Context: an optimization exercise on an open-source flow, tuned for small area. The choices shown serve that exercise and are no tape-out recipe. In this exercise RTL edits were held to simulation tests only and were not proved equivalent to the original.

==> inputs of run a <==
==> flow/design.v <==
package riscv_pkg;
  localparam int XLEN       = 32;
  localparam int REG_ADDR_W = 5;
  localparam int NREGS      = 32;
  typedef logic [REG_ADDR_W-1:0] reg_addr_t;
  typedef logic [XLEN-1:0]       xlen_t;
endpackage
module registers
#(
  parameter int XLEN  = riscv_pkg::XLEN,
  parameter int NREGS = riscv_pkg::NREGS
) (
  input  logic      clk,
  input  logic      rst,
  input  riscv_pkg::reg_addr_t read_reg1,
  input  riscv_pkg::reg_addr_t read_reg2,
  input  riscv_pkg::reg_addr_t write_reg,
  input  riscv_pkg::xlen_t     write_data,
  input  logic      reg_write_enable,
  output riscv_pkg::xlen_t     read_data1,
  output riscv_pkg::xlen_t     read_data2
);
  logic [XLEN-1:0] regs_q [1:NREGS-1];
  logic [XLEN-1:0] regs_d [1:NREGS-1];
  logic wr_ok;
  assign wr_ok = reg_write_enable
               & (write_reg != '0);
  always_comb begin
    for (int i = 1; i < NREGS; i++) begin
      regs_d[i] = regs_q[i];
      if (wr_ok && write_reg == riscv_pkg::reg_addr_t'(i)) begin
        regs_d[i] = write_data;
      end
    end
  end
  always_ff @(posedge clk) begin
    if (rst) begin
      for (int i = 1; i < NREGS; i++) begin
        regs_q[i] <= '0;
      end
    end else begin
      for (int i = 1; i < NREGS; i++) begin
        regs_q[i] <= regs_d[i];
      end
    end
  end
  riscv_pkg::reg_addr_t rd_addr [2];
  assign rd_addr[0] = read_reg1;
  assign rd_addr[1] = read_reg2;
  for (genvar p = 0; p < 2; p++) begin : g_rd
    logic            bypass;
    logic [XLEN-1:0] data;
    always_comb begin
      bypass = ~rst & wr_ok
             & (rd_addr[p] == write_reg);
      data = '0;
      for (int i = 1; i < NREGS; i++) begin
        if (rd_addr[p] == riscv_pkg::reg_addr_t'(i)) begin
          data = regs_q[i];
        end
      end
      if (bypass) begin
        data = write_data;
      end
    end
  end
  assign read_data1 = g_rd[0].data;
  assign read_data2 = g_rd[1].data;
endmodule
==> flow/run.sh <==
#!/bin/bash
# synth_recipe.tcl (not shown) runs the flow's synth.tcl, then flattens the netlist and writes it again
# the make line also repeats each setting of config.mk as NAME=value (left out here)
make -C /OpenROAD-flow-scripts/flow DESIGN_CONFIG=/design/flow/config.mk WORK_HOME=/design/flow/orfs CLKGATE_MAP_FILE= SYNTH_SCRIPT=/design/flow/synth_recipe.tcl finish
==> flow/config.mk <==
export PLATFORM = sky130hd
export DESIGN_NAME = registers
export DESIGN_NICKNAME = registers
export VERILOG_FILES = /design/flow/design.v
export SDC_FILE = /design/flow/constraint.sdc
export NUM_CORES = 4
export LEC_CHECK = 0
export CAP_MARGIN = 20
export CORE_MARGIN = 2
export CORE_UTILIZATION = 40
export SLEW_MARGIN = 20
==> flow/constraint.sdc <==
create_clock -name core_clock -period 8.0 [get_ports {clk}]
set_input_delay 1.6000 -clock core_clock [delete_from_list [all_inputs] [get_ports {clk}]]
set_output_delay 1.6000 -clock core_clock [all_outputs]
set_load 0.01 [all_outputs]
==> inputs of run b, as changes to run a <==
==> flow/design.v (replaced) <==
package riscv_pkg;
  localparam int XLEN       = 32;
  localparam int REG_ADDR_W = 5;
  localparam int NREGS      = 32;
  typedef logic [REG_ADDR_W-1:0] reg_addr_t;
  typedef logic [XLEN-1:0]       xlen_t;
endpackage
module registers
#(
  parameter int XLEN  = riscv_pkg::XLEN,
  parameter int NREGS = riscv_pkg::NREGS
) (
  input  logic      clk,
  input  logic      rst,
  input  riscv_pkg::reg_addr_t read_reg1,
  input  riscv_pkg::reg_addr_t read_reg2,
  input  riscv_pkg::reg_addr_t write_reg,
  input  riscv_pkg::xlen_t     write_data,
  input  logic      reg_write_enable,
  output riscv_pkg::xlen_t     read_data1,
  output riscv_pkg::xlen_t     read_data2
);
  localparam int NDUP  = 2;             
  localparam int SLICE = XLEN / NDUP;   
  logic [XLEN-1:0] regs_q [1:NREGS-1];
  logic            ph_q;
  logic wr_ok;
  assign wr_ok = reg_write_enable & (write_reg != '0);
  always_ff @(posedge clk) begin
    ph_q <= ~rst & ~ph_q;
  end
  logic [XLEN-1:0] col [NDUP];
  for (genvar c = 0; c < NDUP; c++) begin : g_col
    for (genvar b = 0; b < XLEN; b++) begin : g_b
      rf_xor2 u_c (.a(write_data[b]), .b(ph_q), .y(col[c][b]));
    end
  end
  logic [3:0] whi;
  logic [7:0] wlo;
  for (genvar g = 0; g < 4; g++) begin : g_whi
    assign whi[g] = ~rst & wr_ok & (write_reg[4:3] == 2'(g));
  end
  for (genvar l = 0; l < 8; l++) begin : g_wlo
    assign wlo[l] = (write_reg[2:0] == 3'(l));
  end
  for (genvar i = 1; i < NREGS; i++) begin : g_row
    for (genvar c = 0; c < NDUP; c++) begin : g_cp
      logic wr, keep;
      logic [SLICE-1:0] d;
      rf_a21o  u_w (.a(whi[i/8]), .b(wlo[i%8]), .r(rst), .y(wr));
      rf_nand2 u_k (.a(whi[i/8]), .b(wlo[i%8]), .y(keep));
      for (genvar b = 0; b < SLICE; b++) begin : g_bit
        rf_oai22 u_nx (.a1(regs_q[i][c*SLICE+b]), .a2(wr),
                       .b1(col[(i*NDUP)/NREGS][c*SLICE+b]), .b2(keep), .y(d[b]));
      end
      always_ff @(posedge clk) begin
        regs_q[i][c*SLICE +: SLICE] <= d;
      end
    end
  end
  riscv_pkg::reg_addr_t rd_addr [2];
  assign rd_addr[0] = read_reg1;
  assign rd_addr[1] = read_reg2;
  for (genvar p = 0; p < 2; p++) begin : g_rd
    logic             bypass, nbyp, unph;
    logic [3:0]       rhi;
    logic [7:0]       rlo;
    logic [XLEN-1:0]  data;
    assign bypass = ~rst & wr_ok & (rd_addr[p] == write_reg);
    assign nbyp   = ~bypass;
    assign unph   = ph_q & (rd_addr[p] != '0);
    for (genvar g = 0; g < 4; g++) begin : g_rhi
      assign rhi[g] = (rd_addr[p][4:3] == 2'(g));
    end
    for (genvar l = 0; l < 8; l++) begin : g_rlo
      assign rlo[l] = (rd_addr[p][2:0] == 3'(l));
    end
    for (genvar c = 0; c < NDUP; c++) begin : g_cp
      logic [NREGS-1:1] sel;
      for (genvar i = 1; i < NREGS; i++) begin : g_sel
        rf_and2 u_s (.a(rhi[i/8]), .b(rlo[i%8]), .y(sel[i]));
      end
      for (genvar b = c*SLICE; b < (c+1)*SLICE; b++) begin : g_bit
        logic [NREGS-1:1] v;
        logic [9:0]       y;
        logic g0, g1, g2, m, x;
        for (genvar i = 1; i < NREGS; i++) begin : g_v
          assign v[i] = regs_q[i][b];
        end
        for (genvar k = 0; k < 10; k++) begin : g_aoi
          rf_aoi222 u_a (.a1(sel[3*k+1]), .a2(v[3*k+1]),
                         .b1(sel[3*k+2]), .b2(v[3*k+2]),
                         .c1(sel[3*k+3]), .c2(v[3*k+3]), .y(y[k]));
        end
        rf_nand4 u_n0 (.a(y[0]), .b(y[1]), .c(y[2]), .d(y[3]), .y(g0));
        rf_nand4 u_n1 (.a(y[4]), .b(y[5]), .c(y[6]), .d(y[7]), .y(g1));
        rf_last  u_n2 (.y8(y[8]), .y9(y[9]), .a1(sel[31]), .a2(v[31]), .y(g2));
        rf_or3   u_o  (.a(g0), .b(g1), .c(g2), .y(m));
        rf_xor2  u_x  (.a(m), .b(unph), .y(x));
        rf_a22o  u_bp (.a1(x), .a2(nbyp), .b1(write_data[b]), .b2(bypass), .y(data[b]));
      end
    end
  end
  assign read_data1 = g_rd[0].data;
  assign read_data2 = g_rd[1].data;
endmodule
module rf_oai22 (input logic a1, a2, b1, b2, output logic y);
  assign y = ~((a1 | a2) & (b1 | b2));
endmodule
module rf_aoi222 (input logic a1, a2, b1, b2, c1, c2, output logic y);
  assign y = ~((a1 & a2) | (b1 & b2) | (c1 & c2));
endmodule
module rf_nand4 (input logic a, b, c, d, output logic y);
  assign y = ~(a & b & c & d);
endmodule
module rf_last (input logic y8, y9, a1, a2, output logic y);
  assign y = ~(y8 & y9 & ~(a1 & a2));
endmodule
module rf_a22o (input logic a1, a2, b1, b2, output logic y);
  assign y = (a1 & a2) | (b1 & b2);
endmodule
module rf_or3 (input logic a, b, c, output logic y);
  assign y = a | b | c;
endmodule
module rf_xor2 (input logic a, b, output logic y);
  assign y = a ^ b;
endmodule
module rf_and2 (input logic a, b, output logic y);
  assign y = a & b;
endmodule
module rf_a21o (input logic a, b, r, output logic y);
  assign y = r | (a & b);
endmodule
module rf_nand2 (input logic a, b, output logic y);
  assign y = ~(a & b);
endmodule
--- a/flow/config.mk
+++ b/flow/config.mk
@@ -8,4 +8,8 @@
 export CAP_MARGIN = 20
 export CORE_MARGIN = 2
-export CORE_UTILIZATION = 40
+export CORE_UTILIZATION = 50
+export CTS_BUF_LIST = sky130_fd_sc_hd__clkbuf_8
+export CTS_CLUSTER_DIAMETER = 60
+export CTS_CLUSTER_SIZE = 16
 export SLEW_MARGIN = 20
+export SYNTH_HIERARCHICAL = 1
==> run notes <==
Of run a and run b, run a has the higher global-route usage (gap 3.4 points).
Against run b, the register-to-register slack of run a is better by 1500 ps.
Against run b, the sequential share of layout area of run a is lower by 13 points.
Die area: run b is lower than run a (42%).

## port drivers added, routing unchanged
No port has a modelled driver above. Below, the same layouts with a new extraction and two added sets of constraints. Step 1, drivers: a clkbuf_16 drives clk and a buf_2 each remaining input, both assumed. Step 2, shift: input delay + t, output delay - t, t = (earliest + latest rising clock arrival at the registers) / 2. This alone moves slack from input paths to output paths. Slacks: no drivers / after step 1 / after step 2; pairs: no drivers / after step 1.
run	shift t [ns]	slack for setup (ns)	worst setup path at the end	latest minus earliest clock arrival (ns)	slew at the worst register clock pin (ns)
run a	0.875	0.252 / 0.176 / 0.176	input to output	0.037 / 0.037	0.07 / 0.07
run b	0.801	0.179 / 0.113 / 0.113	input to output	0.040 / 0.039	0.11 / 0.11
After both steps every run listed still meets setup and hold. For run a, which loses most, drivers alone change the setup slack by -0.076 ns; drivers and shift together by -0.076 ns.
